This design comes from an exercise in tuning for small area and a short achievable clock period on the open sky130 flow, not from production work. RTL that was checked went through simulation tests only; none was proved equivalent to the original. No functional check of the RTL was part of runs 1, 2, 7 and 8. Power figures rest on the tool's default switching activity, not on a simulated workload.

==> flow/design.v <==
package uart_pkg;
  localparam int unsigned PARITY_NONE = 0;
  localparam int unsigned PARITY_ODD  = 1;
  localparam int unsigned PARITY_EVEN = 2;
  typedef enum logic [2:0] {
    IDLE,
    START,
    DATA,
    PARITY,
    STOP
  } tx_state_t;
  function automatic integer calc_ticks(input integer clk_hz, input integer baud);
    calc_ticks = clk_hz / baud;
  endfunction
  function automatic logic cfg_legal(input integer data_bits, input integer parity_mode,
                                     input integer stop_bits, input integer fifo_depth,
                                     input integer ticks);
    cfg_legal = (data_bits >= 5) && (data_bits <= 9) &&
           (parity_mode <= PARITY_EVEN) &&
           ((stop_bits == 1) || (stop_bits == 2)) &&
           (fifo_depth >= 2) && ((fifo_depth & (fifo_depth - 1)) == 0) &&
           (ticks >= 2);
  endfunction
endpackage
module uart_sync_fifo #(
  parameter int unsigned WIDTH = 8,
  parameter int unsigned N     = 257,   
  parameter int unsigned G     = 4
) (
  input  logic             clk,
  input  logic [N-1:0]     we,      
  input  logic [WIDTH-1:0] wd,      
  input  logic [WIDTH-1:0] wd_n,    
  input  logic             clean,   
  output logic [WIDTH-1:0] tap      
);
  logic [WIDTH*N-1:0] q;
  always_ff @(posedge clk)
    q[WIDTH-1:0] <= we[0] ? wd : (q[WIDTH*N-1 -: WIDTH] & {WIDTH{~clean}});
  for (genvar p = 1; p < N; p++) begin : g_pos
    if (p % G != 0) begin : g_hop
      always_ff @(posedge clk) q[WIDTH*p +: WIDTH] <= q[WIDTH*(p-1) +: WIDTH];
    end else if ((p / G) % 2 == 1) begin : g_wr0
      always_ff @(posedge clk)
        q[WIDTH*p +: WIDTH] <= ~(({WIDTH{we[p]}} & wd) | q[WIDTH*(p-1) +: WIDTH]);
    end else begin : g_wr1
      always_ff @(posedge clk)
        q[WIDTH*p +: WIDTH] <= ~(({WIDTH{~we[p]}} | wd_n) & q[WIDTH*(p-1) +: WIDTH]);
    end
  end
  assign tap = q[WIDTH*N-1 -: WIDTH];
endmodule
module uart_tx_cfg #(
  parameter int unsigned CLK_FREQ    = 50_000_000,
  parameter int unsigned BAUD_RATE   = 115200,
  parameter int unsigned DATA_BITS   = 8,
  parameter int unsigned PARITY_MODE = 0,
  parameter int unsigned STOP_BITS   = 1,
  parameter int unsigned FIFO_DEPTH  = 256
) (
  input  logic                          CLK,
  input  logic                          RST,
  input  logic                          i_valid,
  input  logic [DATA_BITS-1:0]          i_data,
  output logic                          o_ready,
  output logic                          o_tx,
  output logic                          o_busy,
  output logic [$clog2(FIFO_DEPTH):0]   o_level
);
  localparam int unsigned TICKS = uart_pkg::calc_ticks(CLK_FREQ, BAUD_RATE);
  localparam int unsigned TW    = $clog2(TICKS);
  localparam int unsigned LW    = $clog2(FIFO_DEPTH) + 1;
  localparam int unsigned N     = FIFO_DEPTH + 1;
  localparam int unsigned PW    = $clog2(N);
  localparam int unsigned G     = 4;
  localparam int unsigned GW    = $clog2(G);
  localparam logic [1:0] S_IDLE = 2'd0, S_START = 2'd1, S_DATA = 2'd2, S_STOP = 2'd3;
  logic [1:0]           state_q, state_d;
  logic [TW-1:0]        tick_q, tick_d;
  logic [2:0]           bit_q, bit_d;
  logic [DATA_BITS-1:0] shift_q, shift_d;
  logic                 txn_q, tx_d, busy_q, busy_d;    
  logic                 te_q, kz_q;          
  logic [LW-1:0]        lvo_q;               
  logic [LW-1:0]        level_q, level_d;
  logic [G-1:0]         pend_q, pend_d;
  logic [DATA_BITS-1:0] dly_q [G-1];
  logic [DATA_BITS-1:0] wd_q, wd_n_q, wd_d;
  logic                 wr, aligned;
  logic [PW-1:0]        k_q, k_d;    
  logic [PW-1:0]        m_q, m_d;    
  logic                 push, pop, nonempty, tick_end, need, cap, clean;
  logic                 sweep_q;
  logic [N-1:0]         we;
  logic [DATA_BITS-1:0] tap;
  function automatic logic [PW-1:0] inc_pw(input logic [PW-1:0] v);
    logic c;
    c = 1'b1;
    for (int i = 0; i < PW; i++) begin
      inc_pw[i] = v[i] ^ c;
      c         = c & v[i];
    end
  endfunction
  assign nonempty = (level_q != '0);
  assign push     = i_valid && !level_q[LW-1];
  assign tick_end = te_q;
  assign aligned = (m_q[GW-1:0] == '0);
  assign wr      = aligned && (pend_q != '0);
  always_comb begin
    logic older;
    pend_d[0] = push;
    for (int j = 1; j < G; j++) begin
      older = 1'b0;
      for (int i = j; i < G; i++) older = older | pend_q[i];
      pend_d[j] = pend_q[j-1] && !(wr && !older);
    end
    wd_d = i_data;
    for (int j = 1; j < G; j++) if (pend_d[j]) wd_d = dly_q[j-1];
  end
  assign need  = (state_q == S_START) && !bit_q[0];    
  assign cap   = need && kz_q;
  assign clean = sweep_q || cap;
  always_comb begin
    k_d = cap ? k_q : (k_q[PW-1] ? '0 : inc_pw(k_q));    
    m_d = wr ? m_q : (m_q[PW-1] ? '0 : inc_pw(m_q));
    for (int p = 0; p < N; p++) we[p] = (p % G == 0) && wr && (m_q[PW-1:GW] == (PW-GW)'(p / G));
  end
  uart_sync_fifo #(.WIDTH(DATA_BITS), .N(N), .G(G)) u_fifo (
    .clk   (CLK),
    .we    (we),
    .wd    (wd_q),
    .wd_n  (wd_n_q),
    .clean (clean),
    .tap   (tap)
  );
  always_comb begin
    state_d = state_q;
    tick_d  = tick_q;
    bit_d   = bit_q;
    shift_d = shift_q;
    tx_d    = 1'b1;
    busy_d  = 1'b1;
    pop     = 1'b0;
    if (state_q != S_IDLE) tick_d = tick_end ? '0 : tick_q + TW'(1);
    case (state_q)
      S_IDLE: begin
        busy_d = 1'b0;
        if (nonempty) begin
          pop     = 1'b1;
          state_d = S_START;
          tick_d  = '0;
        end
      end
      S_START: begin
        tx_d = 1'b0;
        if (cap) begin
          shift_d  = tap;
          bit_d[0] = 1'b1;
        end
        if (tick_end) begin
          state_d = S_DATA;
          bit_d   = '0;
        end
      end
      S_DATA: begin
        tx_d = shift_q[0];
        if (tick_end) begin
          shift_d = shift_q >> 1;
          bit_d   = bit_q + 3'd1;
          if (bit_q == 3'd7) state_d = S_STOP;
        end
      end
      default: begin
        if (tick_end) begin
          if (nonempty) begin
            pop     = 1'b1;
            state_d = S_START;
          end else begin
            state_d = S_IDLE;
          end
        end
      end
    endcase
  end
  always_comb begin
    logic [LW-1:0] up, dn;
    logic          c, b;
    c = 1'b1;
    b = 1'b1;
    for (int i = 0; i < LW; i++) begin
      up[i] = level_q[i] ^ c;
      dn[i] = level_q[i] ^ b;
      c     = c & level_q[i];
      b     = b & !level_q[i];
    end
    if (push) level_d = pop ? level_q : up;
    else      level_d = pop ? dn : level_q;
  end
  always_ff @(posedge CLK or negedge RST) begin
    if (!RST) begin
      state_q <= S_IDLE;
      bit_q   <= '0;
      txn_q   <= 1'b0;
      lvo_q   <= '0;
      kz_q    <= 1'b1;
      busy_q  <= 1'b0;
      level_q <= '0;
      pend_q  <= '0;
      k_q     <= '0;
      m_q     <= '0;
      sweep_q <= 1'b1;
      tick_q  <= '0;
      te_q    <= 1'b0;
    end else begin
      state_q <= state_d;
      bit_q   <= bit_d;
      txn_q   <= !tx_d;
      lvo_q   <= level_d;
      kz_q    <= cap || k_q[PW-1];
      busy_q  <= busy_d;
      level_q <= level_d;
      pend_q  <= pend_d;
      k_q     <= k_d;
      m_q     <= m_d;
      sweep_q <= sweep_q && !k_q[PW-1];
      tick_q  <= tick_d;
      te_q    <= (tick_d == TW'(TICKS - 1));
    end
  end
  always_ff @(posedge CLK) begin
    shift_q <= shift_d;
    dly_q[0] <= i_data;
    for (int j = 1; j < G - 1; j++) dly_q[j] <= dly_q[j-1];
    wd_q     <= wd_d;
    wd_n_q   <= ~wd_d;
  end
  assign o_tx    = !txn_q;
  assign o_busy  = busy_q;
  assign o_ready = !lvo_q[LW-1];
  assign o_level = lvo_q;
endmodule
==> flow/run.sh <==
#!/bin/bash
# synth_recipe.tcl (not shown) runs the flow's synth.tcl, then flattens the netlist and writes it again
# the make line also repeats each setting of config.mk as NAME=value (left out here)
make -C /OpenROAD-flow-scripts/flow DESIGN_CONFIG=/design/flow/config.mk WORK_HOME=/design/flow/orfs CLKGATE_MAP_FILE= SYNTH_SCRIPT=/design/flow/synth_recipe.tcl finish
==> flow/config.mk <==
export PLATFORM = sky130hd
export DESIGN_NAME = uart_tx_cfg
export DESIGN_NICKNAME = uart_tx_cfg
export VERILOG_FILES = /design/flow/design.v
export SDC_FILE = /design/flow/constraint.sdc
export NUM_CORES = 4
export LEC_CHECK = 0
export CAP_MARGIN = 20
export CORE_MARGIN = 2
export CORE_UTILIZATION = 45
export CTS_CLUSTER_DIAMETER = 80
export CTS_CLUSTER_SIZE = 30
export SETUP_SLACK_MARGIN = 2.5
export SLEW_MARGIN = 20
==> flow/constraint.sdc <==
create_clock -name core_clock -period 4.5 [get_ports {CLK}]
set_input_delay 0.9000 -clock core_clock [delete_from_list [all_inputs] [get_ports {CLK}]]
set_output_delay 0.9000 -clock core_clock [all_outputs]
set_load 0.01 [all_outputs]
==> results of run 1 <==
## how the worst max path moves through the flow
stage                from              to  slack, ps  depth (start not counted)
2_1_floorplan     i_valid      level_q[5]       2250                          6
3_3_place_gp       m_q[0]  u_fifo.q[1958]       1470                          7
3_5_place_dp       m_q[0]  u_fifo.q[1666]       1340                          7
4_1_cts        level_q[8]         o_ready       2260                          2
5_1_grt        level_q[8]         o_ready       2250                          2
6_report       level_q[8]         o_ready       2310                          2
## Yosys cell counts (all sizes together) (2+ instances only)
cell | n | area (um2)
a221oi | 2 | 23.77
dfxtp | 2096 | 41960
xor2 | 4 | 35.03
nor2 | 43 | 161.4
nand2b | 36 | 232.7
o41ai | 2 | 17.52
nor3b | 2 | 15.01
and3 | 5 | 31.28
xnor2 | 4 | 35.03
edfxtp | 8 | 240.2
nand3 | 13 | 65.06
ha | 22 | 275.3
o31a | 9 | 78.83
mux2i | 3 | 30.03
nor3 | 15 | 75.07
a32o | 2 | 20.02
o31ai | 9 | 81.33
a21oi | 143 | 719.4
nand2 | 70 | 262.8
nor4b | 2 | 17.52
clkbuf | 105 | 394.1
nor2b | 6 | 40.04
o21ai | 301 | 1510
a31oi | 132 | 825.8
inv | 16 | 60.06
dfstp | 2 | 52.55
or3 | 4 | 25.02
and2 | 11 | 68.82
nand4 | 4 | 25.02
nand3b | 2 | 15.01
or2 | 5 | 31.28
dfrtp | 48 | 1201
or4 | 6 | 56.30
buf | 8 | 43.79
clkinv | 2 | 7.510
nor4 | 3 | 33.78
mux2 | 19 | 214.0
## cell families after synthesis
kind of cell	count (synthesis)	share of synthesized area (%)
AO/OA/AOI/OAI	607	6.801
XOR/XNOR	8	0.1428
adder cells (fa/ha/maj)	22	0.5612
buffers and inverters	131	1.031
flip-flops	2154	88.59
multiplexers	22	0.4974
AND/OR/NAND/NOR	228	2.375
## power by group
group          total, mW  internal [mW]  switching [mW]
combinational       1.61          0.410            1.20
sequential          19.3           19.1           0.161
clock               8.98           3.53            5.45
total               29.9           23.1            6.82
## state kept, by name, indices dropped and copies added, names as in the netlist
signal	count
u_fifo.q	2056
dly_q	24
k_q	9
level_q	9
m_q	9
tick_q	9
shift_q	8
wd_n_q	8
wd_q	8
pend_q	4
bit_q	3
state_q	2
busy_q	1
kz_q	1
sweep_q	1
te_q	1
txn_q	1
## layer usage
metal	vias to the layer above	part of all wire, %	track usage (%)
li1	10700	-	-
met1	10930	51	23.79
met2	268	44	24.52
met3	111	3.4	2.627
met4	0	2.1	4.217
met5	-	0	0
## through the flow
step                      setup WS, ps  util [%]  power (mW)  instances  hold WS [ps]
after floorplan                   2254         -       20.05       3172         309.6
after global placement            1467     46.99       20.84       4535         309.5
after detailed placement          1337     46.99       20.84       4535         312.1
after CTS                         2261     50.23       29.83       4714         75.50
after global routing              2251     51.58       30.84       4745         77.31
final                             2308     51.59       29.90       4747         96.70
## cell type report
type                            instances  area [um2]  area share (%)
Clock inverter                         12       214.0          0.3821
Multi-Input combinational cell        890        6590           11.77
Timing Repair Buffer                  163        1763           3.148
Inverter                               18       73.82          0.1318
Clock buffer                           93        2115           3.776
Sequential cell                      2154       43470           77.62
Tap cell                             1414        1769           3.159
Antenna cell                            3       7.507         0.01341
## timing repair
item,CTS,global route
cloned,8,3
resized for setup,216,345
pin swaps,24,109
setup buffers,66,27
setup endpoints to repair,573,461
## worst max-delay path: stages, from the launching register on
cell and delay, ps:
dfrtp_2 440, inv_2 70, buf_6 90
==> flow_summary.yaml, run 1 <==
cts:
  cts_root_buf: "clkbuf_16"
  ctsHoldBuffers: 0
  cts.clk_slew.worst_paths_ps: 120
  cts_buffers: 83
  clock_path_buffers: 3
  tritoncts: "built"
  clock_latency_ps: 700
  htree_levels: 3
  clock-sinks: 2154
cells_and_area:
  final_nets: 3343
  fillCellCount: 8871
  fin_area_um2: 56000
  area_delta_synth_final_pct: 14.17
  final_cell_mix: "dfxtp_1 (2,096), o21ai_0 (185), a31oi_1 (115)"
  drive_gt1_share_pct: 16.43
  layout_commonest_cell: "dfxtp_1"
critical_path:
  cp_data_arrival_time_ps: 1290
  cp-start-kind: "register"
  worstPathMaxFanout: 3
  r2r-end: "te_q"
  cp-end-kind: "output port"
  r2r_cells: 8
  crit_required_ps: 3600
  reg2reg_slack_ps: 2340
  critPathKind: "register to output port"
  worstReg2RegStart: "level_q[2]"
die:
  start_util_pct: 45.19
  io_pins: 23
  chipHeight_um: 334.2
  dieArea_um2: 111700
  die_w_um: 334.2
  design.core.area_um2: 108600
  num_rows: 121
synthesis:
  synth_edf_count: 8
  synthCells: 3172
  synthFlopType: "dfxtp_1"
  synth.avg_cell_area_um2: 15.46
  synth_seq_area_share_pct: 88.59
  syn-num-nets: 3205
  async_reset_ff_share_pct: 2.321
  synth_cell_types: 56
  ys_ff_latch: 2154
  synth_warnings: 3
  synth_area_um2: 49050
drt:
  final_antenna_net_count: 0
  wl_um: 91630
  drt-initial-drc-count: 1600
  vias: 22010
  post_drt_wl_per_cell_um: 19.30
  viasPerCell: 4.636
  dr.pass1.iters: 5
  drcViolationCount: 0
placed_design:
  placed_area_um2: 51010
  port_buffers: 22
  gp_congestion: 0.7388
  dp_hpwl_um: 47960
run_status:
  outcome: "no timing/DRC/antenna violations"
sta:
  period_minus_slack_ps: 2192
  max_slew_margin_pct: 28.00
  fin_skew_ps: 33.96
  finalHoldViolCount: 0
  max_freq_ghz: 0.4563
  worst_pin_slew_ps: 1078
  setup_tns_ps: 0
  period_share_pct: 48.70
  rsz0062_at_grt: "yes"
  setup_viol: 0
  maxSlewViolCount: 0
global_routing:
  gr-total-overflow: 0
  grt_max_degree: 40
  first_global_vias: 20980
  antenna_found_initial: 7
  grt_pass1_wl_um: 133400
  grt_use_total_pct: 16.08
pwr:
  ir_drop_uv: 309.3
  p_per_area_nw_per_um2: 533.9
  leakagePower_nw: 21.84
run:
  cap_violations: 0
hold_path:
  hp-class: "input pin to asynchronous set/reset pin"
==> inputs of run 2 (changes only) <==
--- a/flow/design.v
+++ b/flow/design.v
@@ -72,13 +72,13 @@
   localparam int unsigned LW    = $clog2(FIFO_DEPTH) + 1;
   localparam int unsigned N     = FIFO_DEPTH + 1;
   localparam int unsigned PW    = $clog2(N);
-  localparam int unsigned G     = 4;
+  localparam int unsigned G     = 8;
   localparam int unsigned GW    = $clog2(G);
   localparam logic [1:0] S_IDLE = 2'd0, S_START = 2'd1, S_DATA = 2'd2, S_STOP = 2'd3;
   logic [1:0]           state_q, state_d;
   logic [TW-1:0]        tick_q, tick_d;
-  logic [2:0]           bit_q, bit_d;
-  logic [DATA_BITS-1:0] shift_q, shift_d;
+  logic [2:0]           c_q, c_d;
+  logic                 nb_q, nb_d, nx_q, nx_d, nxv_q, nxv_d;
   logic                 txn_q, tx_d, busy_q, busy_d;    
   logic                 te_q, kz_q;          
   logic [LW-1:0]        lvo_q;               
@@ -89,7 +89,7 @@
   logic                 wr, aligned;
   logic [PW-1:0]        k_q, k_d;    
   logic [PW-1:0]        m_q, m_d;    
-  logic                 push, pop, nonempty, tick_end, need, cap, clean;
+  logic                 push, pop, nonempty, tick_end, want, fetch, cap, clean;
   logic                 sweep_q;
   logic [N-1:0]         we;
   logic [DATA_BITS-1:0] tap;
@@ -117,8 +117,9 @@
     wd_d = i_data;
     for (int j = 1; j < G; j++) if (pend_d[j]) wd_d = dly_q[j-1];
   end
-  assign need  = (state_q == S_START) && !bit_q[0];    
-  assign cap   = need && kz_q;
+  assign want  = ((state_q == S_START) || ((state_q == S_DATA) && (c_q != '0))) && !nxv_q;
+  assign fetch = want && kz_q;                   
+  assign cap   = fetch && (c_q == 3'd7);         
   assign clean = sweep_q || cap;
   always_comb begin
     k_d = cap ? k_q : (k_q[PW-1] ? '0 : inc_pw(k_q));    
@@ -136,8 +137,10 @@
   always_comb begin
     state_d = state_q;
     tick_d  = tick_q;
-    bit_d   = bit_q;
-    shift_d = shift_q;
+    c_d     = c_q;
+    nb_d    = nb_q;
+    nx_d    = fetch ? tap[c_q] : nx_q;
+    nxv_d   = nxv_q || fetch;
     tx_d    = 1'b1;
     busy_d  = 1'b1;
     pop     = 1'b0;
@@ -153,21 +156,23 @@
       end
       S_START: begin
         tx_d = 1'b0;
-        if (cap) begin
-          shift_d  = tap;
-          bit_d[0] = 1'b1;
-        end
         if (tick_end) begin
           state_d = S_DATA;
-          bit_d   = '0;
+          nb_d    = nx_q;
+          nxv_d   = 1'b0;
+          c_d     = 3'd1;
         end
       end
       S_DATA: begin
-        tx_d = shift_q[0];
+        tx_d = nb_q;
         if (tick_end) begin
-          shift_d = shift_q >> 1;
-          bit_d   = bit_q + 3'd1;
-          if (bit_q == 3'd7) state_d = S_STOP;
+          if (c_q == '0) begin
+            state_d = S_STOP;
+          end else begin
+            nb_d  = nx_q;
+            nxv_d = 1'b0;
+            c_d   = c_q + 3'd1;
+          end
         end
       end
       default: begin
@@ -199,7 +204,8 @@
   always_ff @(posedge CLK or negedge RST) begin
     if (!RST) begin
       state_q <= S_IDLE;
-      bit_q   <= '0;
+      c_q     <= '0;
+      nxv_q   <= 1'b0;
       txn_q   <= 1'b0;
       lvo_q   <= '0;
       kz_q    <= 1'b1;
@@ -213,7 +219,8 @@
       te_q    <= 1'b0;
     end else begin
       state_q <= state_d;
-      bit_q   <= bit_d;
+      c_q     <= c_d;
+      nxv_q   <= nxv_d;
       txn_q   <= !tx_d;
       lvo_q   <= level_d;
       kz_q    <= cap || k_q[PW-1];
@@ -228,7 +235,8 @@
     end
   end
   always_ff @(posedge CLK) begin
-    shift_q <= shift_d;
+    nb_q    <= nb_d;
+    nx_q    <= nx_d;
     dly_q[0] <= i_data;
     for (int j = 1; j < G - 1; j++) dly_q[j] <= dly_q[j-1];
     wd_q     <= wd_d;
==> run 2 against run 1 <==
Effect of this change:
- still clean on timing, DRC and antenna
- first-iteration DRC count is 25% lower
- utilization is 0.10 points lower
- maximum frequency is 1.5% lower
- critical endpoint is now wd_q[3]
- largest power group unchanged
==> flow_summary.yaml, run 2 <==
critical_path:
  r2r_cells: 6
  reg2reg_slack_ps: 2280
  critPathKind: "register to register"
  startpoint: "pend_q[6]"
  cp-end-kind: "register"
  worstReg2RegStart: "pend_q[6]"
  crit_chain: "or4_4, o31ai_4, inv_4, a22o_1, a211oi_2, a21oi_1"
  path_buf_inv: 1
  crit_required_ps: 5040
  r2r-end: "wd_q[3]"
  cpLargestDelayFamily: "compound AO/OA/AOI/OAI gates"
  max_stage_delay_ps: 620
  cp-start-kind: "register"
  cp_data_arrival_time_ps: 2770
  worstPathMaxFanout: 8
  slowest_stage: "or4_4"
  cp_num_cells: 6
  critPathCapture: "wd_q[3]"
die:
  design.core.area_um2: 106600
  die_w_um: 331.2
  dieArea_um2: 109700
  chipHeight_um: 331.2
  io_pins: 23
  num_rows: 120
  start_util_pct: 45.20
cells_and_area:
  fin_area_um2: 54890
  drive_gt1_share_pct: 17.80
  layout_commonest_cell: "dfxtp_1"
  diodes: 0
  fillCellCount: 8494
  reg.largest.list: "u_fifo.q (2056), dly_q (56)"
  final_cell_mix: "dfxtp_1 (2,119), a21oi_2 (94), o21ai_2 (89)"
  final_nets: 3096
  largest-register: "u_fifo.q"
  area_delta_synth_final_pct: 13.90
  post-route-util_pct: 51.49
  largest_reg_flops: 2056
synthesis:
  synth_area_leader_cell: "dfxtp_1"
  synth.avg_cell_area_um2: 16.64
  synth_area_um2: 48190
  synth_edf_count: 2
  synth.area.top_cells: "dfxtp_1 (88%), dfrtp_1 (2.8%), a21oi_1 (1.7%)"
  async_reset_ff_share_pct: 2.517
  synth_common_cells: "dfxtp_1 (2,128), a21oi_1 (160), o21ai_0 (154)"
  synth_cell_types: 69
  syn-num-nets: 2930
  synth_warnings: 3
  synthCells: 2896
  synthFlopType: "dfxtp_1"
  ys_ff_latch: 2185
  yosysMostFrequentCell: "dfxtp_1"
  netlist.area_leader.share_pct: 88.40
  synth_seq_area_share_pct: 91.39
sta:
  period_minus_slack_ps: 2225
  worst_pin_slew_ps: 1178
  setup_viol: 0
  max_freq_ghz: 0.4495
  maxSlewViolCount: 0
  finalHoldViolCount: 0
  max_slew_margin_pct: 21.45
  hold_ws_ps: 320.2
  fin_skew_ps: 24.23
  setup_tns_ps: 0
  period_share_pct: 49.44
  rsz0062_at_grt: "yes"
pwr:
  switching_share_pct: 20.92
  leakagePower_nw: 21.42
  ir_drop_uv: 317.5
  p_clk_share_pct: 30.3
  p_per_area_nw_per_um2: 535.3
  comb_power_share_pct: 2.6
  p_seq_share_pct: 67.1
  p_sw_mw: 6.147
  internal-power_mw: 23.23
placed_design:
  dp_hpwl_um: 41960
  placed_area_um2: 50180
  port_buffers: 22
  gp_congestion: 0.7790
drt:
  post_drt_wl_per_cell_um: 17.70
  wl_um: 79300
  viasPerCell: 4.430
  final_antenna_net_count: 0
  vias: 19850
  drcViolationCount: 0
  drt-initial-drc-count: 1205
  dr.pass1.iters: 5
global_routing:
  use_met2_pct: 22.13
  grtUsageMet3_pct: 2.064
  grt_use_total_pct: 14.15
  grt_max_degree: 56
  first_global_vias: 20140
  grt-busiest-layer: "met2"
  antenna_found_initial: 1
  grt_pass1_wl_um: 119300
  gr-total-overflow: 0
  grtUsageMet1_pct: 20.32
run_status:
  outcome: "no timing/DRC/antenna violations"
cts:
  cts_buffers: 84
  clock_path_buffers: 3
  cts_root_buf: "clkbuf_16"
  htree_levels: 3
  cts.clk_slew.worst_paths_ps: 110
  tritoncts: "built"
  clock-sinks: 2185
  ctsHoldBuffers: 0
  clock_latency_ps: 670
run:
  cap_violations: 0
hold_path:
  hp-class: "register to register"
## run 2: cell count changes in the layout (fill, tap and decap cells not counted), moves of 13 or more
| cell | delta |
|---|---|
| o21ai_2 | +49 |
| nand2b_4 | -19 |
| a31oi_1 | -107 |
| o21ai_0 | -151 |
| a22o_1 | +16 |
| dfxtp_1 | +23 |
| a21oi_2 | +28 |
| nand2_1 | -17 |
| o21ai_1 | -40 |
| nand2_8 | +13 |
## run 2: logic make-up after synthesis
family / count (synthesis) / synth area share (%)
muxes: 6 / 0.1843
DFF: 2185 / 91.39
and+or+nand+nor: 187 / 2.015
adders and majority gates: 25 / 0.6387
AOI/OAI and AO/OA: 417 / 5.074
buffers and inverters: 68 / 0.5531
xor gates and xnor gates: 8 / 0.1454
## run 2: per-stage QoR
stage                     instances  total power, mW  setup slack, ps
after floorplan                2896            20.19             2435
after global placement         4294            20.52             1654
after detailed placement       4294            20.54             1627
after CTS                      4456            29.37             2263
after global routing           4481            30.32             2263
final                          4481            29.38             2275
## run 2: what timing repair did
item	4_1_cts	5_1_grt
pin swaps	45	128
resized for setup	205	374
setup buffers	60	25
endpoints found under the setup margin	312	287
gates cloned	0	0
## run 2: power by group through the flow
stage	Clock, mW	Sequential, mW	Combinational [mW]
after global routing	9.77	19.7	0.806
after detailed placement	0	20.1	0.454
after floorplan	0	19.9	0.250
after global placement	0	20.1	0.443
final	8.89	19.7	0.774
after CTS	9.10	19.7	0.604
## run 2: worst min path at each step
stage	start	endpoint	slack (ps)	cells past startpoint
global placement	u_fifo.q[586]	u_fifo.q[594]	310	0
CTS	u_fifo.q[450]	u_fifo.q[458]	320	0
global route	u_fifo.q[1181]	u_fifo.q[1189]	320	0
detailed placement	u_fifo.q[1095]	u_fifo.q[1103]	310	0
floorplan	u_fifo.q[992]	u_fifo.q[1000]	310	0
finish	u_fifo.q[1348]	u_fifo.q[1356]	320	0
## run 2: layout make-up
cell class / instances / area [um2] / share of cell area, %
Clock buffer: 92 / 2153 / 3.923
Clock inverter: 10 / 140.1 / 0.2553
Inverter: 23 / 93.84 / 0.1710
Multi-Input combinational cell: 643 / 5488 / 9.999
Sequential cell: 2185 / 44080 / 80.31
Tap cell: 1403 / 1755 / 3.198
Timing Repair Buffer: 125 / 1179 / 2.147
## run 2: layer usage
metal	routed length (um)	part of all wire, %
met1	39270	50
met2	35290	45
met3	2404	3.0
met4	2337	2.9
met5	0	0
==> inputs of run 3 (changes only) <==
--- a/flow/design.v
+++ b/flow/design.v
@@ -72,7 +72,7 @@
   localparam int unsigned LW    = $clog2(FIFO_DEPTH) + 1;
   localparam int unsigned N     = FIFO_DEPTH + 1;
   localparam int unsigned PW    = $clog2(N);
-  localparam int unsigned G     = 8;
+  localparam int unsigned G     = 4;
   localparam int unsigned GW    = $clog2(G);
   localparam logic [1:0] S_IDLE = 2'd0, S_START = 2'd1, S_DATA = 2'd2, S_STOP = 2'd3;
   logic [1:0]           state_q, state_d;
--- a/flow/config.mk
+++ b/flow/config.mk
@@ -7,8 +7,8 @@
 export LEC_CHECK = 0
 export CAP_MARGIN = 20
 export CORE_MARGIN = 2
-export CORE_UTILIZATION = 45
+export CORE_UTILIZATION = 65
 export CTS_CLUSTER_DIAMETER = 80
 export CTS_CLUSTER_SIZE = 30
-export SETUP_SLACK_MARGIN = 2.5
+export SETUP_SLACK_MARGIN = 2.3
 export SLEW_MARGIN = 20
==> run 3 against run 2 <==
Effect of this change:
- still clean on timing, DRC and antenna
- die area decreased by 29%
- largest power group unchanged
- sequential share of layout area increased by 1.0 points
- clock power shrank 2.9%
- sequential power fell by 3%
- area after synthesis up 1.4%
- critical endpoint is now o_level[8]
- utilization grew 20 points
- worst setup slack got worse by 77 ps
- non-clock buffer count down 13
- largest cell class unchanged
- critical path type is now register to output port
- register-to-register slack got worse by 20 ps
- cell area fell by 2.9%
==> flow_summary.yaml, run 3 <==
drt:
  m1WireLength_um: 42530
  viasPerCell: 5.144
  wl_met2_um: 39720
  wl_um: 87600
  post_drt_wl_per_cell_um: 20.58
  drt-initial-drc-count: 1560
  drcViolationCount: 0
  dr.pass1.iters: 5
  vias: 21900
  final_antenna_net_count: 0
  highest_layer: "met4"
  routed-wl-met3_um: 3328
cells_and_area:
  final_cells: 4257
  largest-register: "u_fifo.q"
  post-route-util_pct: 71.57
  final_cell_mix: "dfxtp_1 (2,092), o21ai_0 (269), a21oi_1 (204)"
  area_delta_synth_final_pct: 9.027
  layout_commonest_cell: "dfxtp_1"
  final_nets: 3311
  reg.largest.list: "u_fifo.q (2056), dly_q (24)"
  largest_reg_flops: 2056
  drive_gt1_share_pct: 9.401
  fin_area_um2: 53280
sta:
  rsz0062_at_grt: "yes"
  maxSlewViolCount: 0
  period_minus_slack_ps: 2302
  finalHoldViolCount: 0
  fin_skew_ps: 30.29
  max_freq_ghz: 0.4345
  max_slew_margin_pct: 36.05
  setup_ws_ps: 2198
  period_share_pct: 51.15
  setup_tns_ps: 0
  hold_ws_ps: 318.4
  worst_pin_slew_ps: 958.0
  setup_viol: 0
cts:
  clock_latency_ps: 660
  cts_buffers: 82
  clock-sinks: 2149
  clock_path_buffers: 3
  tritoncts: "built"
  cts_root_buf: "clkbuf_16"
  htree_levels: 3
  cts.clk_slew.worst_paths_ps: 100
synthesis:
  synth_edf_count: 2
  syn-num-nets: 3220
  synth_mux_area_share_pct: 0.1997
  synth_seq_area_share_pct: 88.59
  yosys.area_share.xor_xnor_pct: 0.1434
  ys_ff_latch: 2149
  netlist.area_leader.share_pct: 85.86
  synth_compound_area_share_pct: 6.597
  synthCells: 3186
  yosysMostFrequentCell: "dfxtp_1"
  synth_area_leader_cell: "dfxtp_1"
  synth_top_family_by_area: "compound AO/OA/AOI/OAI gates"
  synthSimpleGateAreaFrac_pct: 2.883
  synth.avg_cell_area_um2: 15.34
  synthAdderAreaFrac_pct: 0.5888
  synth_area_um2: 48870
  synthFlopType: "dfxtp_1"
  async_reset_ff_share_pct: 2.373
  synth_cell_types: 58
  synth_warnings: 3
  synth_common_cells: "dfxtp_1 (2,096), o21ai_0 (287), a21oi_1 (205)"
  synth.area.top_cells: "dfxtp_1 (86%), o21ai_0 (2.9%), dfrtp_1 (2.5%)"
hold_path:
  min_from: "u_fifo.q[1651]"
  hp-class: "register to register"
  whs_path_depth: 0
  hold_end: "u_fifo.q[1659]"
global_routing:
  grt_use_total_pct: 22.56
  gr-total-overflow: 0
  first_global_vias: 22070
  grt_max_degree: 52
  grt_pass1_wl_um: 132000
  antenna_found_initial: 3
run_status:
  outcome: "no timing/DRC/antenna violations"
placed_design:
  placed_cells: 4102
  placed_area_um2: 50270
  gp_congestion: 0.7988
  pre_cts_ws_ps: 1766
  port_buffers: 22
  dp_hpwl_um: 49010
critical_path:
  crit_required_ps: 3600
  slowest_stage: "dfrtp_2"
  r2r_cells: 6
  crit_chain: "buf_6, buf_6, buf_6"
  cp-start-kind: "register"
  critPathKind: "register to output port"
  worstReg2RegStart: "level_q[4]"
  reg2reg_slack_ps: 2260
  cp-end-kind: "output port"
  timing.critical_path.mode_cell: "buf_6"
  r2r-end: "te_q"
  worstPathMaxFanout: 2
  max_stage_delay_ps: 430
  cp_data_arrival_time_ps: 1400
die:
  start_util_pct: 65.65
  die_w_um: 278.2
  io_pins: 23
  design.core.area_um2: 74450
  chipHeight_um: 278.2
  num_rows: 100
  dieArea_um2: 77400
pwr:
  p_per_area_nw_per_um2: 543.1
  ir_drop_uv: 536.4
  leakagePower_nw: 21.16
  total_power_mw: 28.94
run:
  cap_violations: 0
[run 3: changes by cell type after synthesis, sizes merged, moves of 22 or more]
cell,before,now
a21oi,160,205
a31oi,8,68
and2,3,25
clkbuf,32,98
dfxtp,2128,2096
nand2,61,103
o21ai,160,287
[run 3: layout make-up]
class                   instances  area (um2)
flip-flops and latches       2149       43320
fillers                      4920       21160
multi-input cells             912        5470
clock buffers                  89        2121
well taps                     969        1212
repair buffers                112       998.5
inverters                      20       81.33
clock inverters                 5       77.57
diodes                          1       2.502
[run 3: repair_timing]
item                       4_1_cts  5_1_grt
setup endpoints to repair      322      437
gates resized for setup        105       86
hold buffers                     0        0
pin swaps                        8       10
cloned                           3        3
setup buffers                   25       29
[run 3: how the worst max path moves through the flow]
stage	endpoint	startpoint
floorplan	te_q	level_q[3]
global placement	wd_q[3]	m_q[0]
detailed placement	wd_q[2]	m_q[0]
CTS	o_ready	level_q[8]
global route	o_level[8]	level_q[8]
finish	o_level[8]	level_q[8]
[run 3: per-layer routing]
layer | up-vias | global-route usage [%]
met5 | - | 0
met3 | 121 | 2.938
met4 | 0 | 5.946
met2 | 357 | 35.59
li1 | 10540 | -
met1 | 10880 | 33.33
[run 3: report_power, final]
group          internal [mW]  switching, mW  leakage (nW)  total [mW]
Sequential              19.1          0.157          18.1        19.2
Combinational          0.265          0.807          1.97        1.07
Clock                   3.43           5.21          1.08        8.63
Total                   22.8           6.17          21.2        28.9
[run 3: logic make-up after synthesis]
family	count (synthesis)
DFF	2149
muxes	7
buffers and inverters	127
adders and majority gates	23
xor gates and xnor gates	8
and+or+nand+nor	272
AOI/OAI and AO/OA	600
[run 3: worst max-delay path: cells and delay by family (launching register included)]
family	cells	cell delay, ps
flip-flops	1	430
buffers and inverters	3	330
==> inputs of run 4 (changes only) <==
--- a/flow/config.mk
+++ b/flow/config.mk
@@ -5,10 +5,11 @@
 export SDC_FILE = /design/flow/constraint.sdc
 export NUM_CORES = 4
 export LEC_CHECK = 0
+export ABC_CLOCK_PERIOD_IN_PS = 2000
 export CAP_MARGIN = 20
 export CORE_MARGIN = 2
 export CORE_UTILIZATION = 65
 export CTS_CLUSTER_DIAMETER = 80
 export CTS_CLUSTER_SIZE = 30
-export SETUP_SLACK_MARGIN = 2.3
+export SETUP_SLACK_MARGIN = 2.5
 export SLEW_MARGIN = 20
==> run 4 against run 3 <==
Effect of this change:
- sequential cell count is the same
- combinational power grew 15%
- first-iteration DRC count shrank 12%
- total power grew 0.94%
- hold slack gained 2.0 ps
- critical path depth shrank 1
- sequential power is essentially flat
- worst setup slack gained 130 ps
- die area is the same
- critical path type unchanged
- largest cell class unchanged
==> flow_summary.yaml, run 4 <==
run_status:
  outcome: "no timing/DRC/antenna violations"
critical_path:
  critPathKind: "register to output port"
  cp_data_arrival_time_ps: 1270
  reg2reg_slack_ps: 2340
  cp-start-kind: "register"
  crit_required_ps: 3600
  cp-end-kind: "output port"
  worstPathMaxFanout: 3
placed_design:
  port_buffers: 22
  placed_cells: 4104
  gp_congestion: 0.7568
  dp_hpwl_um: 48280
synthesis:
  synth_area_um2: 48870
  synth_cell_types: 58
  async_reset_ff_share_pct: 2.373
  synth.area.top_cells: "dfxtp_1 (86%), o21ai_0 (2.9%), dfrtp_1 (2.5%)"
  yosys.area_share.xor_xnor_pct: 0.1434
  synth_mux_area_share_pct: 0.1997
  synth_area_leader_cell: "dfxtp_1"
  synth_common_cells: "dfxtp_1 (2,096), o21ai_0 (287), a21oi_1 (205)"
  synth_edf_count: 2
  netlist.area_leader.share_pct: 85.86
  synthSimpleGateAreaFrac_pct: 2.883
  ys_ff_latch: 2149
  synth_seq_area_share_pct: 88.59
  syn-num-nets: 3220
  synth_warnings: 3
  synth_top_family_by_area: "compound AO/OA/AOI/OAI gates"
  synthFlopType: "dfxtp_1"
  synthAdderAreaFrac_pct: 0.5888
  yosysMostFrequentCell: "dfxtp_1"
  synth_compound_area_share_pct: 6.597
  synthCells: 3186
  synth.avg_cell_area_um2: 15.34
sta:
  maxSlewViolCount: 0
  worst_pin_slew_ps: 987.5
  period_minus_slack_ps: 2169
  hold_ws_ps: 320.4
  finalHoldViolCount: 0
  max_freq_ghz: 0.4611
  rsz0062_at_grt: "yes"
  setup_viol: 0
  max_slew_margin_pct: 34.16
  fin_skew_ps: 22.55
  setup_tns_ps: 0
  period_share_pct: 48.19
cts:
  clock_latency_ps: 670
  cts_root_buf: "clkbuf_16"
  clock-sinks: 2149
  cts.clk_slew.worst_paths_ps: 110
  tritoncts: "built"
  clock_path_buffers: 3
  ctsHoldBuffers: 0
  cts_buffers: 82
  htree_levels: 3
die:
  start_util_pct: 65.65
  die_w_um: 278.2
  num_rows: 100
  chipHeight_um: 278.2
  dieArea_um2: 77400
  io_pins: 23
  design.core.area_um2: 74450
global_routing:
  antenna_found_initial: 8
  grt_use_total_pct: 22.84
  grt_pass1_wl_um: 133800
  gr-total-overflow: 0
  first_global_vias: 22240
  use_met2_pct: 35.70
  grt-busiest-layer: "met2"
  grtUsageMet3_pct: 2.468
  grtUsageMet1_pct: 34.49
  grt_max_degree: 52
pwr:
  ir_drop_uv: 324.8
  leakagePower_nw: 21.49
  p_per_area_nw_per_um2: 534.5
cells_and_area:
  final_cell_mix: "dfxtp_1 (2,092), o21ai_0 (184), a21oi_1 (136)"
  drive_gt1_share_pct: 15.35
  final_cells: 4285
  area_delta_synth_final_pct: 11.83
  post-route-util_pct: 73.42
  largest-register: "u_fifo.q"
  largest_reg_flops: 2056
  final_nets: 3334
  layout_commonest_cell: "dfxtp_1"
  reg.largest.list: "u_fifo.q (2056), dly_q (24)"
drt:
  viasPerCell: 5.159
  drcViolationCount: 0
  drt-initial-drc-count: 1370
  post_drt_wl_per_cell_um: 20.81
  final_antenna_net_count: 0
  wl_um: 89190
  dr.pass1.iters: 5
  vias: 22110
run:
  cap_violations: 0
hold_path:
  hp-class: "register to register"
run 4: cell counts after synthesis:
Identical to the previous run, type by type.
run 4: power breakdown:
group / internal (mW) / switching, mW
logic: 0.320 / 0.909
registers: 19.1 / 0.176
clock network: 3.45 / 5.28
run 4: repair_timing:
action / 4_1_cts / 5_1_grt
endpoints found under the setup margin: 502 / 506
resized for setup: 255 / 281
buffers inserted: 48 / 27
gates cloned: 3 / 3
pin swaps: 23 / 77
hold endpoints to repair: 0 / 0
run 4: kinds of logic after synthesis:
family,after synthesis
muxes,7
xor gates and xnor gates,8
AOI/OAI and AO/OA,600
DFF,2149
adders and majority gates,23
buffers and inverters,127
and+or+nand+nor,272
run 4: metrics by stage:
| step | instance area, um2 | setup slack [ps] | power (mW) |
|---|---|---|---|
| 6_report | 54650 | 2331 | 29.21 |
| 5_1_grt | 54650 | 2271 | 30.06 |
| 4_1_cts | 53530 | 2233 | 29.14 |
| 3_5_place_dp | 50300 | 1782 | 20.54 |
| 3_3_place_gp | 50280 | 1870 | 20.51 |
| 2_1_floorplan | 48920 | 2379 | 19.95 |
run 4: worst paths after layout:
path | start | end | depth (start not counted)
min in group asynchronous | RST | level_q[4] | 2
max in group asynchronous | RST | c_q[1] | 2
hold reg to reg | u_fifo.q[915] | u_fifo.q[923] | 0
setup reg to reg | level_q[4] | te_q | 6
setup / recovery | level_q[8] | o_ready | 2
hold / removal | u_fifo.q[915] | u_fifo.q[923] | 0
run 4: critical path, stage by stage (launching register included):
cell and delay (ps):
dfrtp_2 460, inv_4 60, buf_6 90
run 4: routing by layer:
layer	share of wire (%)	routed length, um
met5	0	0
met4	2.3	2046
met3	3.5	3086
met2	45	40440
met1	49	43610
run 4: area by class of cell:
cell class / count / area (um2)
well taps: 969 / 1212
diodes: 1 / 2.502
fillers: 4776 / 19790
inverters: 20 / 82.58
clock buffers: 91 / 2128
repair buffers: 135 / 1355
clock inverters: 8 / 115.1
flip-flops and latches: 2149 / 43330
multi-input cells: 911 / 6427
repair inverters: 1 / 3.754
==> inputs of run 5 (changes only) <==
--- a/flow/config.mk
+++ b/flow/config.mk
@@ -5,10 +5,9 @@
 export SDC_FILE = /design/flow/constraint.sdc
 export NUM_CORES = 4
 export LEC_CHECK = 0
-export ABC_CLOCK_PERIOD_IN_PS = 2000
 export CAP_MARGIN = 20
 export CORE_MARGIN = 2
-export CORE_UTILIZATION = 65
+export CORE_UTILIZATION = 75
 export CTS_CLUSTER_DIAMETER = 80
 export CTS_CLUSTER_SIZE = 30
 export SETUP_SLACK_MARGIN = 2.5
==> run 5 against run 4 <==
Effect of this change:
- the flow now stops in global routing
- area after synthesis did not move
- synthesized cell count unchanged
==> flow_summary.yaml, run 5 <==
cts:
  clock_path_buffers: 3
  cts_root_buf: "clkbuf_16"
  htree_levels: 3
  cts_buffers: 81
  clock-sinks: 2149
placed_design:
  gp_congestion: 0.7898
  port_buffers: 22
  dp_hpwl_um: 49540
  pre_cts_ws_ps: 1739
die:
  die_w_um: 259.3
  chipHeight_um: 259.3
  start_util_pct: 75.81
  num_rows: 93
  io_pins: 23
synthesis:
  synth_seq_area_share_pct: 88.59
  netlist.area_leader.share_pct: 85.86
  synth.area.top_cells: "dfxtp_1 (86%), o21ai_0 (2.9%), dfrtp_1 (2.5%)"
  synthFlopType: "dfxtp_1"
  synth_area_leader_cell: "dfxtp_1"
  synth_common_cells: "dfxtp_1 (2,096), o21ai_0 (287), a21oi_1 (205)"
  synth_edf_count: 2
  synthCells: 3186
  ys_ff_latch: 2149
  synth_warnings: 3
  synth_area_um2: 48870
  syn-num-nets: 3220
  synth_cell_types: 58
  yosysMostFrequentCell: "dfxtp_1"
  synth.avg_cell_area_um2: 15.34
  async_reset_ff_share_pct: 2.373
global_routing:
  grt_max_degree: 52
  antenna_found_initial: 7
sta:
  worstEpCategory: "top-level output"
  worst_endpoint: "o_level[1]"
run_status:
  lastStage: "global routing"
  outcome: "stopped before the end"
  error_line: "[ERROR DPL-0033] detailed placement checks failed during check placement."
-- run 5: worst max-delay path by stage --
stage,end,slack (ps)
after floorplan,u_fifo.q[549],2380
after global placement,wd_q[5],1850
after detailed placement,wd_q[2],1740
after CTS,o_level[6],2270
-- run 5: metrics by stage --
| step | util, % | total power [mW] | instances | hold WS [ps] | instance area [um2] |
|---|---|---|---|---|---|
| 2_1_floorplan | - | 19.95 | 3186 | 309.6 | 48920 |
| 3_3_place_gp | 77.71 | 20.43 | 3986 | 309.7 | 50090 |
| 4_1_cts | 83.46 | 29.14 | 4166 | 317.2 | 53800 |
| 3_5_place_dp | 77.74 | 20.48 | 3987 | 312.1 | 50110 |
-- run 5: timing repair --
item	in CTS
cloned	8
resized for setup	396
endpoints found under the setup margin	564
buffers inserted	76
pin swaps	36
hold buffers	0
-- run 5: cell families after synthesis --
logic type | share of synthesized area, %
compound gates | 6.597
xor+xnor | 0.1434
fa+ha+maj | 0.5888
buf+inv | 0.9933
flops | 88.59
mux | 0.1997
simple gates | 2.883
-- run 5: power groups by stage --
stage | Clock [mW] | Sequential, mW | Combinational, mW
4_1_cts | 8.78 | 19.2 | 1.13
3_5_place_dp | 0 | 19.6 | 0.851
3_3_place_gp | 0 | 19.6 | 0.814
2_1_floorplan | 0 | 19.5 | 0.399
==> inputs of run 6 (changes only) <==
--- a/flow/config.mk
+++ b/flow/config.mk
@@ -7,7 +7,7 @@
 export LEC_CHECK = 0
 export CAP_MARGIN = 20
 export CORE_MARGIN = 2
-export CORE_UTILIZATION = 75
+export CORE_UTILIZATION = 65
 export CTS_CLUSTER_DIAMETER = 80
 export CTS_CLUSTER_SIZE = 30
 export SETUP_SLACK_MARGIN = 2.5
==> run 6 against run 5 <==
Effect of this change:
- now clean on timing, DRC and antenna
- synthesized cell count unchanged
- area after synthesis unchanged
==> flow_summary.yaml, run 6 <==
global_routing:
  first_global_vias: 22240
  antenna_found_initial: 8
  gr-total-overflow: 0
  grt_use_total_pct: 22.84
  grt_max_degree: 52
  grt_pass1_wl_um: 133800
cts:
  htree_levels: 3
  clock_path_buffers: 3
  clock-sinks: 2149
  tritoncts: "built"
  cts_buffers: 82
  cts_root_buf: "clkbuf_16"
  cts.clk_slew.worst_paths_ps: 110
  clock_latency_ps: 670
pwr:
  ir_drop_uv: 324.8
  p_per_area_nw_per_um2: 534.5
  leakagePower_nw: 21.49
sta:
  maxSlewViolCount: 0
  fin_skew_ps: 22.55
  max_freq_ghz: 0.4611
  period_share_pct: 48.19
  rsz0062_at_grt: "yes"
  finalHoldViolCount: 0
  worst_pin_slew_ps: 987.5
  period_minus_slack_ps: 2169
  setup_tns_ps: 0
  max_slew_margin_pct: 34.16
  setup_viol: 0
cells_and_area:
  layout_commonest_cell: "dfxtp_1"
  drive_gt1_share_pct: 15.35
  area_delta_synth_final_pct: 11.83
  largest-register: "u_fifo.q"
  final_cells: 4285
  largest_reg_flops: 2056
  fillCellCount: 4776
  final_cell_mix: "dfxtp_1 (2,092), o21ai_0 (184), a21oi_1 (136)"
  reg.largest.list: "u_fifo.q (2056), dly_q (24)"
  final_nets: 3334
critical_path:
  path_buf_inv: 2
  slowest_stage: "dfrtp_2"
  worstPathMaxFanout: 3
  critPathKind: "register to output port"
  crit_required_ps: 3600
  cpLargestDelayFamily: "flip-flops"
  cp-end-kind: "output port"
  cp_data_arrival_time_ps: 1270
  crit_chain: "inv_4, buf_6"
  max_stage_delay_ps: 460
  cp-start-kind: "register"
synthesis:
  yosysMostFrequentCell: "dfxtp_1"
  synth_warnings: 3
  syn-num-nets: 3220
  async_reset_ff_share_pct: 2.373
  synthFlopType: "dfxtp_1"
  synth_area_um2: 48870
  netlist.area_leader.share_pct: 85.86
  synth_cell_types: 58
  synth_area_leader_cell: "dfxtp_1"
  synth_seq_area_share_pct: 88.59
  ys_ff_latch: 2149
  synth.area.top_cells: "dfxtp_1 (86%), o21ai_0 (2.9%), dfrtp_1 (2.5%)"
  synth_edf_count: 2
  synthCells: 3186
  synth_common_cells: "dfxtp_1 (2,096), o21ai_0 (287), a21oi_1 (205)"
  synth.avg_cell_area_um2: 15.34
die:
  design.core.area_um2: 74450
  num_rows: 100
  chipHeight_um: 278.2
  dieArea_um2: 77400
  start_util_pct: 65.65
  io_pins: 23
  die_w_um: 278.2
hold_path:
  hp-class: "register to register"
placed_design:
  port_buffers: 22
  placed_cells: 4104
  gp_congestion: 0.7568
  dp_hpwl_um: 48280
run_status:
  outcome: "no timing/DRC/antenna violations"
drt:
  drcViolationCount: 0
  m1WireLength_um: 43610
  final_antenna_net_count: 0
  wl_um: 89190
  post_drt_wl_per_cell_um: 20.81
  dr.pass1.iters: 5
  vias: 22110
  highest_layer: "met4"
  routed-wl-met3_um: 3086
  drt-initial-drc-count: 1370
  viasPerCell: 5.159
  wl_met2_um: 40440
run:
  cap_violations: 0
## run 6: cell counts after synthesis
Identical to the previous run, type by type.
## run 6: power breakdown
part           internal (mW)  leakage, nW  switching (mW)
combinational          0.320         2.29           0.909
sequential              19.1         18.1           0.176
clock                   3.45         1.09            5.28
## run 6: kinds of logic after synthesis
logic type | Yosys count | synth area share [%]
AOI/OAI and AO/OA | 600 | 6.597
DFF | 2149 | 88.59
xor gates and xnor gates | 8 | 0.1434
adders and majority gates | 23 | 0.5888
and+or+nand+nor | 272 | 2.883
buffers and inverters | 127 | 0.9933
muxes | 7 | 0.1997
## run 6: repair_timing
action / in CTS / in global routing
endpoints found under the setup margin: 502 / 506
hold buffers: 0 / 0
gates resized for setup: 255 / 281
hold endpoints to repair: 0 / 0
pin swaps: 23 / 77
gates cloned: 3 / 3
setup buffers: 48 / 27
## run 6: final timing paths
kind,start,end,slack (ps),depth (start not counted)
worst max register to register,level_q[4],te_q,2340,6
max in group asynchronous,RST,c_q[1],3620,2
min in group asynchronous,RST,level_q[4],360,2
worst max-delay path,level_q[8],o_ready,2330,2
worst min register to register,u_fifo.q[915],u_fifo.q[923],320,0
worst min-delay path,u_fifo.q[915],u_fifo.q[923],320,0
## run 6: metal layers
layer	vias up	global-route usage, %
met1	11000	34.49
met5	-	0
met4	0	5.780
met2	368	35.70
li1	10610	-
met3	133	2.468
## run 6: layout make-up
cell class | count | area, um2 | area share [%]
Tap cell | 969 | 1212 | 2.218
Clock inverter | 8 | 115.1 | 0.2106
Multi-Input combinational cell | 911 | 6427 | 11.76
Timing Repair Buffer | 135 | 1355 | 2.479
Timing Repair inverter | 1 | 3.754 | 0.006868
Antenna cell | 1 | 2.502 | 0.004579
Inverter | 20 | 82.58 | 0.1511
Clock buffer | 91 | 2128 | 3.894
Sequential cell | 2149 | 43330 | 79.28
## run 6: per-stage QoR
step / setup WS, ps / power, mW / hold slack [ps] / instance area [um2] / util [%]
floorplan: 2379 / 19.95 / 309.6 / 48920 / -
global placement: 1870 / 20.51 / 309.8 / 50280 / 67.53
detailed placement: 1782 / 20.54 / 312.1 / 50300 / 67.56
CTS: 2233 / 29.14 / 320.7 / 53530 / 71.90
global route: 2271 / 30.06 / 325.8 / 54650 / 73.41
finish: 2331 / 29.21 / 320.4 / 54650 / 73.42
==> inputs of run 7 (changes only) <==
--- a/flow/design.v
+++ b/flow/design.v
@@ -85,7 +85,7 @@
   logic [LW-1:0]        level_q, level_d;
   logic [G-1:0]         pend_q, pend_d;
   logic [DATA_BITS-1:0] dly_q [G-1];
-  logic [DATA_BITS-1:0] wd_q, wd_n_q, wd_d;
+  logic [DATA_BITS-1:0] wd_q, wd_d;
   logic                 wr, aligned;
   logic [PW-1:0]        k_q, k_d;    
   logic [PW-1:0]        m_q, m_d;    
@@ -130,7 +130,7 @@
     .clk   (CLK),
     .we    (we),
     .wd    (wd_q),
-    .wd_n  (wd_n_q),
+    .wd_n  (~wd_q),
     .clean (clean),
     .tap   (tap)
   );
@@ -240,7 +240,6 @@
     dly_q[0] <= i_data;
     for (int j = 1; j < G - 1; j++) dly_q[j] <= dly_q[j-1];
     wd_q     <= wd_d;
-    wd_n_q   <= ~wd_d;
   end
   assign o_tx    = !txn_q;
   assign o_busy  = busy_q;
==> run 7 against run 6 <==
Effect of this change:
- area after synthesis down 0.72%
- worst setup slack lost 100 ps
- count of clock-buffer cells in the layout fell by 1
- first-iteration DRC count is 3.8% lower
- utilization fell by 0.11 points
- cell count is 1.6% lower
- critical path depth increased by 1
- wire length down 4.4%
- non-clock buffer count fell by 18
==> flow_summary.yaml, run 7 <==
run_status:
  outcome: "no timing/DRC/antenna violations"
drt:
  wl_um: 85260
  post_drt_wl_per_cell_um: 20.21
  vias: 21440
  viasPerCell: 5.083
  final_antenna_net_count: 0
  drcViolationCount: 0
  drt-initial-drc-count: 1318
  dr.pass1.iters: 5
sta:
  setup_ws_ps: 2228
  period_share_pct: 50.49
  max_freq_ghz: 0.4401
  maxSlewViolCount: 0
  setup_tns_ps: 0
  finalHoldViolCount: 0
  setup_viol: 0
  fin_skew_ps: 21.61
  period_minus_slack_ps: 2272
  worst_pin_slew_ps: 1063
  rsz0062_at_grt: "yes"
  hold_ws_ps: 322.7
  max_slew_margin_pct: 29.01
die:
  design.core.area_um2: 74200
  start_util_pct: 65.40
  chipHeight_um: 277.2
  dieArea_um2: 76850
  io_pins: 23
  num_rows: 100
  die_w_um: 277.2
pwr:
  p_sw_mw: 8.095
  leakagePower_nw: 21.36
  p_clk_share_pct: 26.0
  ir_drop_uv: 530.0
  internal-power_mw: 25.08
  p_per_area_nw_per_um2: 609.9
  p_seq_share_pct: 64.0
  switching_share_pct: 24.40
  comb_power_share_pct: 10.0
synthesis:
  synthFlopType: "dfxtp_1"
  synth_area_um2: 48520
  yosysMostFrequentCell: "dfxtp_1"
  ys_ff_latch: 2141
  synth_cell_types: 63
  synth_area_leader_cell: "dfxtp_1"
  async_reset_ff_share_pct: 2.382
  synth.avg_cell_area_um2: 15.53
  synth.area.top_cells: "dfxtp_1 (86%), o21ai_0 (2.9%), a21oi_1 (2.8%)"
  synth_common_cells: "dfxtp_1 (2,088), o21ai_0 (285), a21oi_1 (270)"
  synth_seq_area_share_pct: 88.91
  synth_edf_count: 2
  synthCells: 3125
  netlist.area_leader.share_pct: 86.15
  synth_warnings: 3
  syn-num-nets: 3159
global_routing:
  grt_pass1_wl_um: 128000
  grt_use_total_pct: 21.98
  gr-total-overflow: 0
  first_global_vias: 21540
  antenna_found_initial: 2
  grt_max_degree: 52
placed_design:
  port_buffers: 22
  dp_hpwl_um: 45230
  placed_cells: 4058
  pre_cts_ws_ps: 1775
  gp_congestion: 0.7814
cts:
  clock-sinks: 2141
  ctsHoldBuffers: 0
  cts_root_buf: "clkbuf_16"
  tritoncts: "built"
  clock_latency_ps: 650
  cts.clk_slew.worst_paths_ps: 100
  cts_buffers: 81
  clock_path_buffers: 3
  htree_levels: 3
cells_and_area:
  reg.largest.list: "u_fifo.q (2056), dly_q (24)"
  fillCellCount: 4681
  diodes: 0
  final_cell_mix: "dfxtp_1 (2,087), a21oi_1 (160), o21ai_0 (154)"
  largest-register: "u_fifo.q"
  drive_gt1_share_pct: 16.16
  largest_reg_flops: 2056
  final_nets: 3271
  area_delta_synth_final_pct: 12.10
  layout_commonest_cell: "dfxtp_1"
  final_cells: 4218
critical_path:
  cp-start-kind: "register"
  crit_required_ps: 3600
  reg2reg_slack_ps: 2230
  cp_data_arrival_time_ps: 1370
  cp-end-kind: "output port"
  critPathKind: "register to output port"
  worstPathMaxFanout: 2
hold_path:
  hp-class: "register to register"
run:
  cap_violations: 0
run 7: cell types whose count changed after synthesis, sizes merged, moves of 9 or more:
cell | previous run | this run
a21oi | 205 | 270
a31oi | 68 | 5
nand2 | 103 | 65
clkbuf | 98 | 80
nand2b | 30 | 16
and3 | 12 | 2
o31ai | 11 | 2
run 7: what timing repair did:
action / in CTS / in global routing
endpoints found under the setup margin: 550 / 529
gates resized for setup: 201 / 389
pin swaps: 64 / 81
setup buffers: 46 / 16
hold endpoints to repair: 0 / 0
gates cloned: 1 / 2
run 7: area by class of cell:
type | count | area (um2) | share of cell area [%]
Multi-Input combinational cell | 869 | 6474 | 11.90
Timing Repair Buffer | 117 | 1249 | 2.296
Clock buffer | 90 | 2125 | 3.906
Clock inverter | 5 | 76.32 | 0.1403
Inverter | 27 | 101.3 | 0.1863
Sequential cell | 2141 | 43160 | 79.34
Tap cell | 969 | 1212 | 2.229
run 7: worst max-delay path, cell delays in order (launching register included):
cell and delay (ps):
dfrtp_2 430, buf_4 150, inv_1 40, buf_2 120
run 7: cells by family (layout without fill, tap and decap cells):
family,count (synthesis),in the layout,share of synthesized area [%]
fa+ha+maj,23,23,0.5931
buf+inv,115,239,0.9231
xor+xnor,8,8,0.1444
compound gates,604,604,6.625
mux,17,17,0.4126
flops,2141,2141,88.91
simple gates,217,217,2.396
run 7: worst paths after layout:
check,depth (start not counted),to,start
setup / recovery,3,o_ready,level_q[8]
hold / removal,0,u_fifo.q[1974],u_fifo.q[1966]
setup reg to reg,6,te_q,level_q[8]
hold reg to reg,0,u_fifo.q[1974],u_fifo.q[1966]
max in group asynchronous,2,c_q[0],RST
min in group asynchronous,2,level_q[5],RST
run 7: power groups by stage:
stage / clock, mW / sequential (mW) / combinational (mW)
floorplan: 0 / 21.3 / 1.21
global placement: 0 / 21.5 / 2.33
detailed placement: 0 / 21.6 / 2.39
CTS: 8.80 / 21.2 / 2.88
global route: 9.46 / 21.4 / 3.49
finish: 8.64 / 21.2 / 3.31
run 7: routing by layer:
metal	routed length [um]	GRT usage, %	share of wire, %
met1	42240	32.82	50
met2	38440	34.45	45
met4	1452	5.031	1.7
met5	0	0	0
met3	3122	3.122	3.7
run 7: stage by stage:
step	total power, mW	instance area, um2	util (%)
4_1_cts	32.83	53080	71.54
3_3_place_gp	23.86	49960	67.33
5_1_grt	34.34	54390	73.31
3_5_place_dp	23.96	49960	67.34
2_1_floorplan	22.52	48580	-
6_report	33.18	54390	73.31
==> inputs of run 8 (changes only) <==
--- a/flow/config.mk
+++ b/flow/config.mk
@@ -10,5 +10,5 @@
 export CORE_UTILIZATION = 65
 export CTS_CLUSTER_DIAMETER = 80
 export CTS_CLUSTER_SIZE = 30
-export SETUP_SLACK_MARGIN = 2.5
+export SETUP_SLACK_MARGIN = 2.4
 export SLEW_MARGIN = 20
==> run 8 against run 7 <==
Effect of this change:
- still clean on timing, DRC and antenna
- critical path depth rose by 3
- sequential share of layout area rose by 1.2 points
- cell count rose by 0.33%
- critical endpoint is now te_q
- largest power group unchanged
==> flow_summary.yaml, run 8 <==
critical_path:
  critPathKind: "register to register"
  path_buf_inv: 1
  cpLargestDelayFamily: "simple AND/OR/NAND/NOR gates"
  cp_data_arrival_time_ps: 2850
  reg2reg_slack_ps: 2190
  r2r-end: "te_q"
  cp-end-kind: "register"
  worstPathMaxFanout: 4
  crit_chain: "buf_6, or4_4, or3_4, o41ai_4, o2111ai_2, a2111oi_2"
  worstReg2RegStart: "level_q[8]"
  slowest_stage: "or4_4"
  max_stage_delay_ps: 570
  crit_required_ps: 5040
  cp-start-kind: "register"
  r2r_cells: 6
cts:
  cts_root_buf: "clkbuf_16"
  cts_buffers: 82
  cts.clk_slew.worst_paths_ps: 110
  clock_latency_ps: 660
  tritoncts: "built"
  ctsHoldBuffers: 0
  clock-sinks: 2141
  clock_path_buffers: 3
  htree_levels: 3
die:
  dieArea_um2: 76850
  start_util_pct: 65.40
  die_w_um: 277.2
  io_pins: 23
  num_rows: 100
  design.core.area_um2: 74200
  chipHeight_um: 277.2
global_routing:
  antenna_found_initial: 4
  grt_use_total_pct: 21.99
  first_global_vias: 21310
  grt_pass1_wl_um: 127700
  gr-total-overflow: 0
  grt_max_degree: 52
drt:
  vias: 21260
  final_antenna_net_count: 0
  post_drt_wl_per_cell_um: 20.14
  dr.pass1.iters: 5
  drcViolationCount: 0
  drt-initial-drc-count: 1353
  viasPerCell: 5.024
  wl_um: 85240
synthesis:
  synth_warnings: 3
  synthFlopType: "dfxtp_1"
  synth_common_cells: "dfxtp_1 (2,088), o21ai_0 (285), a21oi_1 (270)"
  synth_area_leader_cell: "dfxtp_1"
  synth_area_um2: 48520
  synthCells: 3125
  ys_ff_latch: 2141
  yosysMostFrequentCell: "dfxtp_1"
  async_reset_ff_share_pct: 2.382
  synth_cell_types: 63
  synth_seq_area_share_pct: 88.91
  synth.avg_cell_area_um2: 15.53
  netlist.area_leader.share_pct: 86.15
  syn-num-nets: 3159
  synth.area.top_cells: "dfxtp_1 (86%), o21ai_0 (2.9%), a21oi_1 (2.8%)"
  synth_edf_count: 2
sta:
  period_minus_slack_ps: 2307
  period_share_pct: 51.27
  setup_viol: 0
  finalHoldViolCount: 0
  fin_skew_ps: 26.98
  hold_ws_ps: 320.2
  rsz0062_at_grt: "yes"
  maxSlewViolCount: 0
  setup_tns_ps: 0
  max_freq_ghz: 0.4334
  worst_pin_slew_ps: 850.9
  max_slew_margin_pct: 43.20
cells_and_area:
  largest-register: "u_fifo.q"
  reg.largest.list: "u_fifo.q (2056), dly_q (24)"
  final_cell_mix: "dfxtp_1 (2,088), o21ai_0 (238), a21oi_1 (236)"
  diodes: 0
  area_delta_synth_final_pct: 10.36
  final_cells: 4232
  fillCellCount: 4816
  drive_gt1_share_pct: 11.65
  final_nets: 3284
  layout_commonest_cell: "dfxtp_1"
  largest_reg_flops: 2056
hold_path:
  hp-class: "register to register"
  min_from: "u_fifo.q[394]"
  whs_path_depth: 0
  hold_end: "u_fifo.q[402]"
placed_design:
  gp_congestion: 0.7868
  port_buffers: 22
  dp_hpwl_um: 46490
  placed_cells: 4062
run:
  cap_violations: 0
pwr:
  p_per_area_nw_per_um2: 615.1
  total_power_mw: 32.94
  ir_drop_uv: 414.8
  leakagePower_nw: 21.29
run_status:
  outcome: "no timing/DRC/antenna violations"
run 8: cell types whose count changed in the layout (fill, tap and decap cells not counted), moves of 9 or more:
cell / delta
and2_4: -19
o21ai_1: -36
nand2_1: +9
and2_2: +11
a21oi_1: +76
buf_4: +24
o21ai_0: +84
a21oi_2: -70
o21ai_2: -47
run 8: cells by family (layout without fill, tap and decap cells):
group	count (synthesis)	in the layout	share of synthesized area [%]
XOR/XNOR	8	8	0.1444
buffers and inverters	115	253	0.9231
flip-flops	2141	2141	88.91
AND/OR/NAND/NOR	217	217	2.396
AO/OA/AOI/OAI	604	604	6.625
adder cells (fa/ha/maj)	23	23	0.5931
multiplexers	17	17	0.4126
run 8: repair_timing:
action                     in CTS  in global routing
setup buffers                  48                 23
pin swaps                      27                 49
resized for setup             110                187
setup endpoints to repair     480                375
gates cloned                    1                  1
run 8: where the power goes:
group	switching, mW	internal, mW
Combinational	2.02	0.983
Sequential	0.701	20.5
Clock	5.23	3.47
run 8: worst register-to-register path: cells and delay by family, from the launching register on:
kind                   cells  cell delay, ps
buffers and inverters      1             130
AOI/OAI and AO/OA          3             680
and+or+nand+nor            2             950
DFF                        1             440
run 8: through the flow:
stage                     util, %  setup WS (ps)  cell area, um2
after floorplan                 -           2401           48530
after global placement      67.32           1828           49950
after detailed placement    67.32           1749           49950
after CTS                   71.24           2201           52850
after global routing        72.17           2130           53550
final                       72.17           2193           53550
run 8: layout make-up:
cell class                 count  area [um2]  share of cell area, %
clock buffer                  92        2153                  4.021
clock inverter                 5       83.83                 0.1566
inverter                      27       101.3                 0.1893
multi-input combinational    869        5617                  10.49
sequential                  2141       43150                  80.58
tap                          969        1212                  2.264
timing repair buffer         129        1230                  2.297
run 8: routing by layer:
layer	share of wire, %	GRT usage, %	up-vias
met3	2.7	2.860	128
li1	-	-	10390
met4	2.6	5.923	0
met2	44	33.80	264
met1	50	33.22	10480
met5	0	0	-
run 8: how the worst max path moves through the flow:
stage	startpoint	to	slack, ps	cells past startpoint
CTS	level_q[8]	o_level[8]	2200	1
detailed placement	i_valid	level_q[6]	1750	6
finish	level_q[8]	te_q	2190	6
floorplan	level_q[8]	state_q[0]	2400	4
global placement	i_valid	level_q[6]	1830	6
global route	level_q[8]	level_q[2]	2130	7

-- static timing again, ports no longer ideal --
In the flow no input, the clock included, has a driving cell. The finished layouts below were timed again as built, in two steps.
Step 1 sets driving cells, clkbuf_16 on the clock port and buf_2 on the other inputs (assumed; they add their load-dependent delay and slew).
Step 2 adds t to the input delays and takes it off the output delays; t is the mean of the earliest and latest rising clock arrival at the registers after step 1. Input paths then give back, and output paths get back, about the clock's delay inside the block.
a / b / c = ideal ports / drivers / drivers and shift; a / b = the first two.
run	shift t [ns]	setup slack, ns	worst setup path at the end	latest minus earliest clock arrival (ns)
run 1	0.750	2.308 / 2.244 / 1.905	input to register	0.039 / 0.039
run 2	0.729	2.275 / 2.255 / 1.972	input to register	0.032 / 0.032
run 3	0.714	2.198 / 2.131 / 2.126	input to register	0.032 / 0.032
run 4	0.726	2.331 / 2.262 / 1.970	input to register	0.025 / 0.025
run 6	0.726	2.331 / 2.262 / 1.970	input to register	0.025 / 0.025
run 7	0.707	2.228 / 2.160 / 1.796	input to register	0.024 / 0.024
run 8	0.721	2.193 / 2.193 / 1.686	input to register	0.028 / 0.028
After both steps setup and hold are still met in every run listed. The setup slack of run 8, which loses most, moves by 0.000 ns with the drivers and by -0.507 ns with both steps.
